What follows belongs to an exercise in optimizing a design on an open flow for small area, a short achievable clock period and few clock cycles per item; a production flow would make more cautious choices. The RTL was checked by simulation tests, not by an equivalence proof against the original design.

Setup of branch juniper:
==> flow/design.v (excerpt) <==
module mac_array_acc #(
  parameter int DATA_WIDTH = 8,
  parameter int ACC_WIDTH  = 32,
  parameter int LANES      = 4,
  parameter int LEN_W      = 16
) (
  input  logic                        clk,
  input  logic                        rst_n,
  input  logic                        start,
  input  logic [LEN_W-1:0]            vec_len,
  input  logic [LANES*ACC_WIDTH-1:0]  bias,
  input  logic                        sat_en,
  input  logic                        in_valid,
  output logic                        in_ready,
  input  logic [LANES*DATA_WIDTH-1:0] operand_a,
  input  logic [LANES*DATA_WIDTH-1:0] operand_b,
  output logic                        out_valid,
  input  logic                        out_ready,
  output logic [LANES*ACC_WIDTH-1:0]  out_data,
  output logic [LANES-1:0]            overflow,
  output logic                        busy
);
  logic             r_in_ready;
  logic             r_out_valid;
  logic             r_fin;
  logic [LEN_W-1:0] r_cnt;
  logic             r_sat;
  logic             w_beat, w_load, w_last, w_empty;
  assign busy    = r_in_ready | r_fin | (r_out_valid & ~out_ready);
  assign w_load  = start & ~busy;
  assign w_beat  = in_valid & r_in_ready;
  assign w_last  = (r_cnt == LEN_W'(1));
  assign w_empty = (vec_len == '0);
  always_ff @(posedge clk or negedge rst_n) begin
  ...
==> module mac_array_acc, before the edit <==
module mac_array_acc #(
  parameter int DATA_WIDTH = 8,
  parameter int ACC_WIDTH  = 32,
  parameter int LANES      = 4,
  parameter int LEN_W      = 16
) (
  input  logic                        clk,
  input  logic                        rst_n,
  input  logic                        start,
  input  logic [LEN_W-1:0]            vec_len,
  input  logic [LANES*ACC_WIDTH-1:0]  bias,
  input  logic                        sat_en,
  input  logic                        in_valid,
  output logic                        in_ready,
  input  logic [LANES*DATA_WIDTH-1:0] operand_a,
  input  logic [LANES*DATA_WIDTH-1:0] operand_b,
  output logic                        out_valid,
  input  logic                        out_ready,
  output logic [LANES*ACC_WIDTH-1:0]  out_data,
  output logic [LANES-1:0]            overflow,
  output logic                        busy
);
  logic             r_in_ready;
  logic             r_out_valid;
  logic             r_fin;
  logic [LEN_W-1:0] r_cnt;
  logic             r_sat;
  logic             w_beat, w_load, w_last, w_empty;
  assign busy    = r_in_ready | r_fin | (r_out_valid & ~out_ready);
  assign w_load  = start & ~busy;
  assign w_beat  = in_valid & r_in_ready;
  assign w_last  = (r_cnt == LEN_W'(1));
  assign w_empty = (vec_len == '0);
  always_ff @(posedge clk or negedge rst_n) begin
    if (!rst_n) begin
      r_in_ready  <= 1'b0;
      r_out_valid <= 1'b0;
      r_fin       <= 1'b0;
    end else begin
      r_fin <= w_beat & w_last;
      if (w_load) begin
        r_in_ready  <= ~w_empty;
        r_out_valid <= w_empty;
      end else if (w_beat && w_last) begin
        r_in_ready  <= 1'b0;
      end else if (r_fin) begin
        r_out_valid <= 1'b1;
      end else if (out_ready) begin
        r_out_valid <= 1'b0;
      end
    end
  end
  always_ff @(posedge clk) begin
    if (w_load) begin
      r_cnt <= vec_len;
      r_sat <= sat_en;
    end else if (w_beat) begin
      r_cnt <= r_cnt - 1'b1;
    end
  end
  for (genvar g = 0; g < LANES; g++) begin : g_lane
    logic [DATA_WIDTH-1:0] a_g;
    logic [11:0]           w_be;
    logic [17:0]           w_ra, w_rb, r_ra, r_rb;
    logic [15:0]           s;
    logic                  c;
    logic [1:0]            t0, t1;
    logic [ACC_WIDTH-1:0]  r_acc;
    logic                  r_ovf;
    logic [15:0]           hi, hi_nxt, lo_nxt;
    logic [15:0]           ones_below, zeros_below, m_up, m_dn, m0, m1;
    logic                  up0, dn0, up1, dn1, f1, f0, v0, v1, v;
    logic                  is_max, is_min, sat_max, sat_min;
    assign a_g = operand_a[g*DATA_WIDTH +: DATA_WIDTH] & {DATA_WIDTH{w_beat}};
    mac_booth_enc u_enc (
      .b  (operand_b[g*DATA_WIDTH +: DATA_WIDTH]),
      .be (w_be)
    );
    mac_mul_cs u_mul (
      .a  (a_g),
      .be (w_be),
      .ra (w_ra),
      .rb (w_rb)
    );
    always_ff @(posedge clk) begin
      r_ra <= w_ra;
      r_rb <= w_rb;
    end
    mac_acc_cs u_acc (
      .acc (r_acc[15:0]),
      .ra  (r_ra),
      .rb  (r_rb),
      .s   (s),
      .c   (c),
      .t0  (t0),
      .t1  (t1)
    );
    assign hi = r_acc[31:16];
    always_comb begin
      ones_below[0]  = 1'b1;
      zeros_below[0] = 1'b1;
      for (int i = 1; i < 16; i++) begin
        ones_below[i]  = ones_below[i-1] & hi[i-1];
        zeros_below[i] = zeros_below[i-1] & ~hi[i-1];
      end
    end
    assign is_max  = ones_below[15] & ~hi[15];
    assign is_min  = zeros_below[15] & hi[15];
    assign sat_max = r_sat & is_max;
    assign sat_min = r_sat & is_min;
    assign m_up    = ones_below & {16{~sat_max}};
    assign m_dn    = zeros_below & {16{~sat_min}};
    assign up0 = ~t0[1] & t0[0];
    assign dn0 = t0[1];
    assign up1 = ~t1[1] & t1[0];
    assign dn1 = t1[1];
    assign v0  = (up0 & is_max) | (dn0 & is_min);
    assign v1  = (up1 & is_max) | (dn1 & is_min);
    assign m0  = ({16{up0}} & m_up) | ({16{dn0}} & m_dn);
    assign m1  = ({16{up1}} & m_up) | ({16{dn1}} & m_dn);
    assign v   = c ? v1 : v0;
    assign hi_nxt = c ? (hi ^ m1) : (hi ^ m0);
    assign f1  = c ? (up1 & sat_max) : (up0 & sat_max);
    assign f0  = c ? (dn1 & sat_min) : (dn0 & sat_min);
    assign lo_nxt = (s | {16{f1}}) & ~{16{f0}};
    always_ff @(posedge clk) begin
      if (w_load) begin
        r_acc <= bias[g*ACC_WIDTH +: ACC_WIDTH];
        r_ovf <= 1'b0;
      end else begin
        r_acc <= {hi_nxt, lo_nxt};
        r_ovf <= r_ovf | v;
      end
    end
    assign out_data[g*ACC_WIDTH +: ACC_WIDTH] = r_acc;
    assign overflow[g] = r_ovf;
  end
  assign in_ready  = r_in_ready;
  assign out_valid = r_out_valid;
endmodule
==> flow/config.mk <==
export PLATFORM = sky130hd
export DESIGN_NAME = mac_array_acc
export DESIGN_NICKNAME = mac_array_acc
export VERILOG_FILES = /design/flow/design.v
export SDC_FILE = /design/flow/constraint.sdc
export NUM_CORES = 4
export LEC_CHECK = 0
export ABC_AREA = 1
export CAP_MARGIN = 20
export CORE_MARGIN = 2
export CORE_UTILIZATION = 55
export SETUP_SLACK_MARGIN = 2.4
export SLEW_MARGIN = 20
==> flow/constraint.sdc <==
create_clock -name core_clock -period 5.5 [get_ports {clk}]
set_input_delay 1.1000 -clock core_clock [delete_from_list [all_inputs] [get_ports {clk}]]
set_output_delay 1.1000 -clock core_clock [all_outputs]
set_load 0.01 [all_outputs]
standard.sh (not shown) runs the stock make flow with config.mk's settings and CLKGATE_MAP_FILE= SYNTH_SCRIPT=/design/flow/synth_recipe.tcl, a recipe that flattens the netlist after the stock synthesis.
==> flow/flow/run.sh <==
#!/bin/bash
# The standard layout, with the smallest plain buffer on every port in
# place of the default port buffer cell, and a clock tree without dummy
# loads and with larger sink clusters.
set -euo pipefail
bash standard.sh \
  'BUFFER_PORTS_ARGS=-buffer_cell sky130_fd_sc_hd__buf_1' \
  'CTS_ARGS=-sink_clustering_enable -repair_clock_nets -dont_use_dummy_load -sink_clustering_size 30 -sink_clustering_max_diameter 80' \
  finish > standard.log 2>&1
Having completed the whole flow, branch juniper delivered a layout that passed the timing, design-rule and antenna checks.
Testbench counts of branch juniper, summed over its fixed seeds: cycles 5,840, jobs 320.
The inputs of branch violet differ from those of branch juniper as listed below.
-- flow/design.v --
<<< branch juniper, line 70
    logic [15:0]           hi, hi_nxt, lo_nxt;
    logic [15:0]           ones_below, zeros_below, m_up, m_dn, m0, m1;
    logic                  up0, dn0, up1, dn1, f1, f0, v0, v1, v;
    logic                  is_max, is_min, sat_max, sat_min;
    assign a_g = operand_a[g*DATA_WIDTH +: DATA_WIDTH] & {DATA_WIDTH{w_beat}};
>>> branch violet, line 70
    logic [15:0]           hi, hi_nxt, lo_nxt;
    logic [15:0]           ones_below, zeros_below, m_up, m_dn, m0, m1;
    logic                  up0, dn0, up1, dn1, up, dn, v0, v1, v;
    logic                  is_max, is_min, sat_max, sat_min;
    assign a_g = operand_a[g*DATA_WIDTH +: DATA_WIDTH] & {DATA_WIDTH{w_beat}};
<<< branch juniper, line 119
    assign m0  = ({16{up0}} & m_up) | ({16{dn0}} & m_dn);
    assign m1  = ({16{up1}} & m_up) | ({16{dn1}} & m_dn);
    assign v   = c ? v1 : v0;
    assign hi_nxt = c ? (hi ^ m1) : (hi ^ m0);
    assign f1  = c ? (up1 & sat_max) : (up0 & sat_max);
    assign f0  = c ? (dn1 & sat_min) : (dn0 & sat_min);
    assign lo_nxt = (s | {16{f1}}) & ~{16{f0}};
    always_ff @(posedge clk) begin
      if (w_load) begin
>>> branch violet, line 119
    assign m0  = ({16{up0}} & m_up) | ({16{dn0}} & m_dn);
    assign m1  = ({16{up1}} & m_up) | ({16{dn1}} & m_dn);
    assign up  = c ? up1 : up0;
    assign dn  = c ? dn1 : dn0;
    assign v   = c ? v1 : v0;
    assign hi_nxt = hi ^ (c ? m1 : m0);
    assign lo_nxt = (s | {16{up & sat_max}}) & ~{16{dn & sat_min}};
    always_ff @(posedge clk) begin
      if (w_load) begin
==> summary.txt <==
Biggest fanout along the worst timing path: higher on branch juniper. [compare] base=branch juniper new=branch violet: post-detailed-routing wire length roughly the same, worst setup slack roughly the same. Compared with branch juniper, in branch violet post-route cell area saw an increase; number of antenna violations at the first check in global routing saw an increase. Die extent in x across branch violet and branch juniper: no real change. Sort branch violet and branch juniper by global-route usage, descending, and branch juniper comes first.
Testbench counts of branch violet, summed over its fixed seeds: cycles 5,840, jobs 320.

## static timing again, ports no longer ideal
Ports are ideal in the flow. The routed layouts listed here were re-timed in OpenROAD. Step 1 assumes that a clkbuf_16 drives the clock port and a buf_2 every other input. Step 2, shift: input delay + t, output delay - t, t = (earliest + latest rising clock arrival at the registers) / 2. This alone moves slack from input paths to output paths. a / b / c = no drivers / after step 1 / after step 2; a / b = the first two.
run | t (ns) | slack for setup (ns) | worst hold slack (ns) | worst setup path after step 2 | cell pins on the clock port's net
branch juniper | 0.540 | 2.489 / 2.510 / 1.982 | 0.380 / 0.349 / 0.484 | input to register | 1
branch violet | 0.561 | 2.488 / 2.488 / 1.973 | 0.406 / 0.452 / 0.485 | input to register | 1
After both steps every run listed still meets setup and hold. For branch violet, which loses most, drivers alone change the setup slack by 0.000 ns; drivers and shift together by -0.515 ns.
